What follows belongs to an exercise in optimizing a design on an open flow for small area and a short achievable clock period; a production flow would make more cautious choices.
Function was checked by simulation only, so behaviour that the tests miss may differ from the original.
Power is estimated from default activity; no workload was simulated.

// exec_top
module exec_top (
    input  logic                clk,
    input  logic                reset,
    input  logic                psel,
    input  logic                penable,
    input  logic                pwrite,
    input  exec_pkg::apb_addr_t paddr,
    input  exec_pkg::word_t     pwdata,
    output exec_pkg::word_t     prdata,
    output logic                pready,
    output logic                pslverr
);
For scale: roughly 45,000 µm² of cells after synthesis.
clock: 10.0 ns
lec_check: 0
abc_area: 1
cap_margin: 20
core_margin: 2
core_utilization: 30
place_density: 0.5
slew_margin: 20
standard.sh (not shown) runs the stock make flow with config.mk's settings and CLKGATE_MAP_FILE= SYNTH_SCRIPT=/design/flow/synth_recipe.tcl, a recipe that flattens the netlist after the stock synthesis.
==> flow/flow/run.sh <==
#!/bin/bash
set -o pipefail
export SETUP_SLACK_MARGIN=6.5
export BUFFER_PORTS_ARGS="-buffer_cell sky130_fd_sc_hd__buf_4"
bash standard.sh > standard.log 2>&1
Edit:
- ABC_AREA: 1 -> not set
- sequential power stays flat
- design area hardly moves
- synthesized area decreases slightly
- total power increases slightly
- die area decreases slightly
- wire length decreases by roughly a tenth
- non-clock buffer count increases by 10
- setup slack degrades by 0.26 ns
- global-route usage decreases by 3.3 points
- final cell count decreases by about a fifth
- count of clock-buffer cells in the layout stays the same
Edit:
- ABC_AREA: not set -> 1
- TNS_END_PERCENT: not set -> 5
Result:
- design area shrinks by about 2.2%
- cell count grows by 16%
- wire length grows by about 8%
- synthesized area grows by about 1.9%
- global-route usage grows by 2.3 points
- critical path depth shrinks by 6
Edit:
- CORE_UTILIZATION: 30 -> 40
- PLACE_DENSITY: 0.5 -> 0.6
Outcome:
- setup slack is worse by 0.040 ns
- total power falls by about 0.8%
- die area falls by 25%
- wire length falls by about 6%
- sequential cell count does not change
- non-clock buffer count falls by 46
- design area falls by about 3%

## trial 17
exec_top, a different RTL version from the one above (not shown whole).
For scale: ~490 flip-flops, roughly 79 I/O pins.
==> flow/config.mk <==
export PLATFORM = sky130hd
export DESIGN_NAME = exec_top
export DESIGN_NICKNAME = exec_top
export VERILOG_FILES = /design/flow/design.v
export SDC_FILE = /design/flow/constraint.sdc
export NUM_CORES = 4
export LEC_CHECK = 0
export CAP_MARGIN = 20
export CORE_MARGIN = 2
export CORE_UTILIZATION = 30
export PLACE_DENSITY = 0.5
export SLEW_MARGIN = 20
==> flow/constraint.sdc <==
create_clock -name core_clock -period 10.0 [get_ports {clk}]
set_input_delay 2.0000 -clock core_clock [delete_from_list [all_inputs] [get_ports {clk}]]
set_output_delay 2.0000 -clock core_clock [all_outputs]
set_load 0.01 [all_outputs]
run.sh (not shown) runs the stock make flow with config.mk's settings and CLKGATE_MAP_FILE= SYNTH_SCRIPT=/design/flow/synth_recipe.tcl, a recipe that flattens the netlist after the stock synthesis.
Stock flow here: none of the scripts above is used.
Input-level comparison between trial 1 and trial 17:
diff --git a/flow/config.mk b/flow/config.mk
--- a/flow/config.mk
+++ b/flow/config.mk
@@ -10,3 +10,4 @@
 export CORE_UTILIZATION = 30
 export PLACE_DENSITY = 0.5
+export SETUP_SLACK_MARGIN = 5
 export SLEW_MARGIN = 20
Notes after the runs:
Of the two values seen for kind of critical path, in -> reg was produced by trial 17 and reg -> reg by trial 1. When trial 1 is measured against trial 17, its arrival time of the worst setup path turns out 120 ps lower. From trial 1 to trial 17, number of nets with antenna violations after detailed routing did not move at all. Trial 1 vs. trial 17: summed area of non-filler cells in the final layout flat, buffering stage count on the worst path with inverters included went down, final net count now sits at about the same level. Trial 17 reports its start point of the critical path as paddr[5] while trial 1 reports regs_i.cmd[5]. On H-tree depth, trial 17 and trial 1 are neck and neck. Compared with trial 17, trial 1 has extra setup slack.

== alpha ==
exec_top with an RTL version that a note above also has.
Size in the first run: about 5,200 cells after synthesis, roughly 490 flip-flops, ~79 I/O pins, ~0.044 mm² of cells after synthesis.
export LEC_CHECK = 0
export CAP_MARGIN = 20
export CORE_MARGIN = 2
export CORE_UTILIZATION = 30
export PLACE_DENSITY = 0.5
export SLEW_MARGIN = 20
export TNS_END_PERCENT = 5
create_clock -name core_clock -period 10.0 [get_ports {clk}]
standard.sh (not shown) runs the stock make flow with config.mk's settings and CLKGATE_MAP_FILE= SYNTH_SCRIPT=/design/flow/synth_recipe.tcl, a recipe that flattens the netlist after the stock synthesis.
Scripts as last shown in full above: flow/flow/run.sh
Changes in beta relative to alpha:
Settings: putting ABC_AREA at 1 where nothing was set; swapping 0.5 for 0.6 in PLACE_DENSITY; swapping 30 for 40 in CORE_UTILIZATION.
==> flow/flow/run.sh <==
#!/bin/bash
set -o pipefail
export SETUP_SLACK_MARGIN=6.3
export BUFFER_PORTS_ARGS="-buffer_cell sky130_fd_sc_hd__buf_4"
bash standard.sh > standard.log 2>&1
Results
Non-clock buffer count: higher on alpha. Relative to alpha, the count of unique library cells instantiated by Yosys of beta is lower by 23. Post-cts gate resize count in beta vs alpha: down about 70%. Looking at routed wire length, beta sits above alpha. Re met2 track demand over resource in global routing: alpha was lower than beta. Compared to alpha, beta has non-clock buffer contribution to total cell area 1.5 points lower. On hold slack: between beta and alpha, it ends up lower for alpha. Compared to alpha, beta has overall power consumption 120 µW lower.
--- input diff beta..gamma ---
Settings: setting CTS_CLUSTER_DIAMETER to 80 for the first time; setting CTS_CLUSTER_SIZE to 20 for the first time.
==> flow/flow/run.sh <==
#!/bin/bash
set -o pipefail
export SETUP_SLACK_MARGIN=6.5
export BUFFER_PORTS_ARGS="-buffer_cell sky130_fd_sc_hd__buf_4"
bash standard.sh > standard.log 2>&1
Notes after the runs:
- gamma completed end to end with timing, DRC and antenna clean.
- Re non-clock buffer share of cell area: gamma is 1.9 points up on beta.
- Looking at overall power of the completed layout, gamma sits 12% lower than beta does.
- gamma against beta: routed wire length went up by 7.5 mm; critical path data required time level; number of buffers added by the clock tree synthesis step went down about 30%.
- Worst setup path startpoint = regs_i.b[16]$_SDFFE_PP0P_: gamma; worst setup path startpoint = paddr[7]: beta
- Compared to beta, gamma has headroom to the max-slew limit 5.6 points lower.
- As far as maximum root-to-sink buffer count goes, beta and gamma are indistinguishable; the numbers are identical.

re-timing with driven ports:
The results above use ideal ports. As a check the final layouts listed here were re-extracted and re-timed, cells and wires unchanged.
Step 1: set_driving_cell puts a clkbuf_16 on clk and a buf_2 on each other input, an assumption about the parent block.
Step 2, shift: input delay + t, output delay - t, t = (earliest + latest rising clock arrival at the registers) / 2. This alone moves slack from input paths to output paths.
Slacks: ideal / step 1 / step 2; pairs: ideal / step 1.
| run | t (ns) | setup WS [ns] | worst register clock-pin slew, ns |
|---|---|---|---|
| the first run of note 1 | 0.748 | 6.362 / 6.362 / 5.821 | 0.07 / 0.07 |
| the second run of note 1 | 0.761 | 6.105 / 6.105 / 5.756 | 0.06 / 0.06 |
| the third run of note 1 | 0.775 | 6.299 / 6.299 / 5.624 | 0.07 / 0.07 |
| the fourth run of note 1 | 0.766 | 6.259 / 6.305 / 5.539 | 0.07 / 0.07 |
| trial 17 | 0.730 | 5.017 / 5.073 / 4.343 | 0.06 / 0.06 |
| trial 1 | 0.734 | 5.129 / 5.129 / 4.476 | 0.06 / 0.06 |
| alpha | 0.726 | 6.149 / 6.149 / 5.511 | 0.07 / 0.07 |
| beta | 0.779 | 6.075 / 6.129 / 5.349 | 0.07 / 0.07 |
| gamma | 0.724 | 6.299 / 6.299 / 5.668 | 0.10 / 0.10 |
After both steps every run listed still meets setup and hold. For beta, which loses most, drivers alone change the setup slack by +0.054 ns; drivers and shift together by -0.726 ns.
